From an optimization exercise on the open Yosys and OpenROAD flow, aimed at a short achievable clock period and few clock cycles; shortcuts taken in it are not production practice.
In this exercise RTL edits were held to simulation tests only and were not proved equivalent to the original.

==> inputs of run B <==
==> flow/design.v (excerpt) <==
module computer #(
    parameter int addr_w = 8
) (
    input  logic              clk,
    input  logic              rst_n,
    input  logic              start,
    input  logic              prog_we,
    input  logic [addr_w-1:0] prog_addr,
    input  alu_pkg::word_t    prog_data,
    output logic              halted,
    output logic              out_valid,
    output alu_pkg::word_t    out_data,
    output alu_pkg::word_t    acc,
    output alu_pkg::word_t    pc
);
==> flow/config.mk <==
export PLATFORM = sky130hd
export DESIGN_NAME = computer
export DESIGN_NICKNAME = computer
export VERILOG_FILES = /design/flow/design.v
export SDC_FILE = /design/flow/constraint.sdc
export NUM_CORES = 4
export LEC_CHECK = 0
export CAP_MARGIN = 20
export CORE_MARGIN = 2
export CORE_UTILIZATION = 25
export PLACE_DENSITY = 0.4
export SLEW_MARGIN = 20
==> flow/constraint.sdc <==
create_clock -name core_clock -period 40.0 [get_ports {clk}]
set_input_delay 8.0000 -clock core_clock [delete_from_list [all_inputs] [get_ports {clk}]]
set_output_delay 8.0000 -clock core_clock [all_outputs]
set_load 0.01 [all_outputs]
standard.sh (not shown) runs the stock make flow with config.mk's settings and CLKGATE_MAP_FILE= SYNTH_SCRIPT=/design/flow/synth_recipe.tcl, a recipe that flattens the netlist after the stock synthesis.
==> flow/flow/run.sh <==
#!/bin/bash
# The standard layout (standard.sh), with
# - global routing told to keep more of met1/met2 free (flow/fastroute.tcl),
#   so that detailed routing of the dense memory logic converges.
# Each tool's output goes to the ORFS logs; this script's own output to
# standard_sh.log.
set -o pipefail
export SETUP_SLACK_MARGIN=31
export TNS_END_PERCENT=5
export REMOVE_ABC_BUFFERS=1
export SKIP_LAST_GASP=1
export FASTROUTE_TCL="$PWD/flow/fastroute.tcl"
bash standard.sh > standard_sh.log 2>&1
==> flow/flow/fastroute.tcl <==
# Global routing layers as the platform sets them, with more of the lower
# layers held back so that global routing moves wiring up to met3 and met4,
# which the dense memory read logic leaves mostly free, and detailed routing
# has room left on met1 and met2 for pin access.
set_global_routing_layer_adjustment met1 0.45
set_global_routing_layer_adjustment met2 0.35
set_global_routing_layer_adjustment met3-$::env(MAX_ROUTING_LAYER) 0.15

set_routing_layers -clock $::env(MIN_CLK_ROUTING_LAYER)-$::env(MAX_ROUTING_LAYER)
set_routing_layers -signal $::env(MIN_ROUTING_LAYER)-$::env(MAX_ROUTING_LAYER)
==> run X: changes against run B <==
Settings changed: CORE_UTILIZATION 25 to 20, PLACE_DENSITY 0.4 to 0.32.
==> results.sh <==
export IMPL_failed_checks="max-capacitance violations, max-slew violations"
export IMPL_final_max_slew_viol_count=7
export IMPL_crit_start="pa_q[3][4]$_DFF_P_"
export IMPL_cp_num_buf_inv=10
export IMPL_cap_violations=3
export IMPL_outcome="failed layout checks"
The numbers above come from run X.

==> results.sh <==
export IMPL_outcome="failed layout checks"
export IMPL_failed_checks="max-capacitance violations, max-slew violations"
export IMPL_yosysMostFrequentCell="mux4_2"
export IMPL_crit_start="pa_q[0][5]$_DFF_P_"
export IMPL_cts_max_level=6
export IMPL_cp_num_buf_inv=9
export IMPL_critPathTopFamily="compound AO/OA/AOI/OAI gates"
export IMPL_final_max_slew_viol_count=24
export IMPL_cap_violations=4
export IMPL_grt_max_degree=122
The numbers above come from run B.

Testbench counts of run B, summed over its fixed seeds: cycles 11,007.
Testbench counts of run X, summed over its fixed seeds: cycles 11,007.

* * *

==> job 460: inputs <==
computer, a different RTL version from the one above (not shown whole).
clock: 40.0 ns
lec_check: 0
cap_margin: 20
core_margin: 2
core_utilization: 35
place_density: 0.5
slew_margin: 20
==> flow/flow/run.sh <==
#!/bin/bash
set -o pipefail
export SETUP_SLACK_MARGIN=31
export TNS_END_PERCENT=5
export REMOVE_ABC_BUFFERS=1
export SKIP_LAST_GASP=1
bash standard.sh > standard_sh.log 2>&1
==> inputs of job 2763, as changes to job 460 <==
--- a/flow/design.v
+++ b/flow/design.v
@@ -610,10 +610,21 @@
                 end
             end
         end
     end
     logic [15:0] npc;
+    logic [7:0]  pcp [W];
+    logic [7:0]  npk [W];
+    logic [7:0]  xfk [W];
+    logic [7:0]  xfa;
+    always_comb begin
+        for (int k = 0; k < W; k++) begin
+            pcp[k] = pc_q[7:0] + k;
+            npk[k] = npc[7:0] + k;
+            xfk[k] = xfa + k;
+        end
+    end
     logic [79:0] fword;
     logic [79:0] low_word;
     logic [15:0] mdata0, mdata1;
     logic [15:0] rdata0, rdata1;
     logic        exec;
@@ -673,11 +684,11 @@
         if (!(g_div && !div_ready)) begin
             for (int k = 1; k < W; k++) begin
                 if (n == k) begin
                     rom_in    = ir_q[k][7:0];
                     dvld_next = s_div[k] && !g_br && !g_hlt && !g_jz
-                                && !(g_sta && g_sta_a == pc_q[7:0] + k);
+                                && !(g_sta && g_sta_a == pcp[k]);
                 end
             end
         end
     end
     div_rom div_rom_inst (
@@ -719,19 +730,19 @@
     assign npc = (exec && g_br) ? {4'd0, g_tgt} : (pc_q + {13'd0, exec ? n : 3'd0});
     logic fetch_stale;
     always_comb begin
         fetch_stale = 1'b0;
         for (int k = 0; k < W; k++) begin
-            if (g_sta && g_sta_a == npc[7:0] + k) fetch_stale = 1'b1;
+            if (g_sta && g_sta_a == npk[k]) fetch_stale = 1'b1;
         end
     end
     logic [15:0] nir [W];
     logic [15:0] sir [W];
     logic [15:0] xir [W];
     always_comb begin
         for (int k = 0; k < W; k++) begin
-            if (sb_v && sb_a == npc[7:0] + k)
+            if (sb_v && sb_a == npk[k])
                 nir[k] = sb_d;
             else
                 nir[k] = fword[16*k +: 16];
             if (sb_v && sb_a == k)
                 sir[k] = sb_d;
@@ -739,24 +750,23 @@
                 sir[k] = low_word[16*k +: 16];
             xir[k] = start ? sir[k] : nir[k];
         end
     end
     logic [15:0]  w0_next, w1_next;
-    logic [7:0]   xfa;
     logic [W-1:0] x_acc, x_mem, x_sta, x_jmp, x_jz, x_out, x_hlt, x_mul, x_div;
     logic [W-1:0] x_same [W];
     logic [W-1:0] x_smc  [W];
+    assign xfa = start ? 8'd0 : npc[7:0];
     always_comb begin
         w0_next = xir[W-1];
         w1_next = xir[W-1];
         for (int k = W - 1; k >= 0; k--) begin
             if (is_acc_op(xir[k])) begin
                 w1_next = w0_next;
                 w0_next = xir[k];
             end
         end
-        xfa = start ? 8'd0 : npc[7:0];
         for (int k = 0; k < W; k++) begin
             x_mem[k] = (xir[k][15:12] == op_lda) || (xir[k][15:12] == op_add)
                     || (xir[k][15:12] == op_sub);
             x_acc[k] = x_mem[k] || (xir[k][15:12] == op_alui);
             x_sta[k] = (xir[k][15:12] == op_sta);
@@ -768,11 +778,11 @@
             x_div[k] = (xir[k][15:12] == op_alui) && (xir[k][11:8] == 4'h3);
         end
         for (int i = 0; i < W; i++) begin
             for (int k = 0; k < W; k++) begin
                 x_same[i][k] = (i < k) && (xir[i][7:0] == xir[k][7:0]);
-                x_smc[i][k]  = (i < k) && (xir[i][7:0] == xfa + k);
+                x_smc[i][k]  = (i < k) && (xir[i][7:0] == xfk[k]);
             end
         end
     end
     always_ff @(posedge clk or negedge rst_n) begin
         if (!rst_n) begin
==> summary of the runs <==
- Of job 2763 and job 460, job 460 has the higher wire length (gap about 5%, measured against job 460).
- Of job 2763 and job 460, job 2763 has the higher sequential share of layout area (gap 0.50 points).
- Against job 2763, the register-to-register slack of job 460 is lower by 70 ps.
- Between job 460 and job 2763, the lower die area is in job 2763 (gap 0.87%, measured against job 2763).
==> figures <==
                                             job 2763     job 460
Result of the run    no timing/DRC/antenna violations  no timing/DRC/antenna violations
Area of the die                            0.7788 mm2  0.7856 mm2
Die height                                   882.5 um    886.3 um
Fill cells                                     69.40k      70.46k
Slack of the worst reg-to-reg path           30150 ps    30080 ps
Effective utilization at floorplan             35.12%      35.06%
Global-route track usage on met1               43.34%      45.17%
Met3 WL                                     184900 um   190300 um
Testbench counts of job 460, summed over its fixed seeds: cycles 15,275.
Testbench counts of job 2763, summed over its fixed seeds: cycles 15,275.

what the ideal ports hide:
The flow's constraints put no driver on any port. The routed layouts listed below were extracted and timed again, unchanged, in two steps. Step 1 assumes that a clkbuf_16 drives the clock port and a buf_2 every other input. Step 2 times the ports against the registers' clock, not the clock port: input delays grow and output delays shrink by t, the midpoint of the rising clock arrivals with the driver on. Slacks: ideal ports / drivers / drivers and shift; pairs: ideal ports / drivers.
run	t (ns)	setup WS [ns]	worst register clock-pin slew, ns	worst slew at a driven data input, ns	cell pins on the clock port's net
run B	1.651	27.491 / 27.491 / 27.491	0.07 / 0.07	0.14	1
run X	1.895	27.502 / 27.502 / 27.502	0.08 / 0.08	0.12	1
job 460	1.267	29.949 / 30.037 / 28.770	0.07 / 0.07	0.16	1
job 2763	1.296	30.154 / 30.022 / 28.726	0.08 / 0.08	0.40	1
The setup slack of job 2763, which loses most, moves by -0.132 ns with the drivers and by -1.428 ns with both steps.
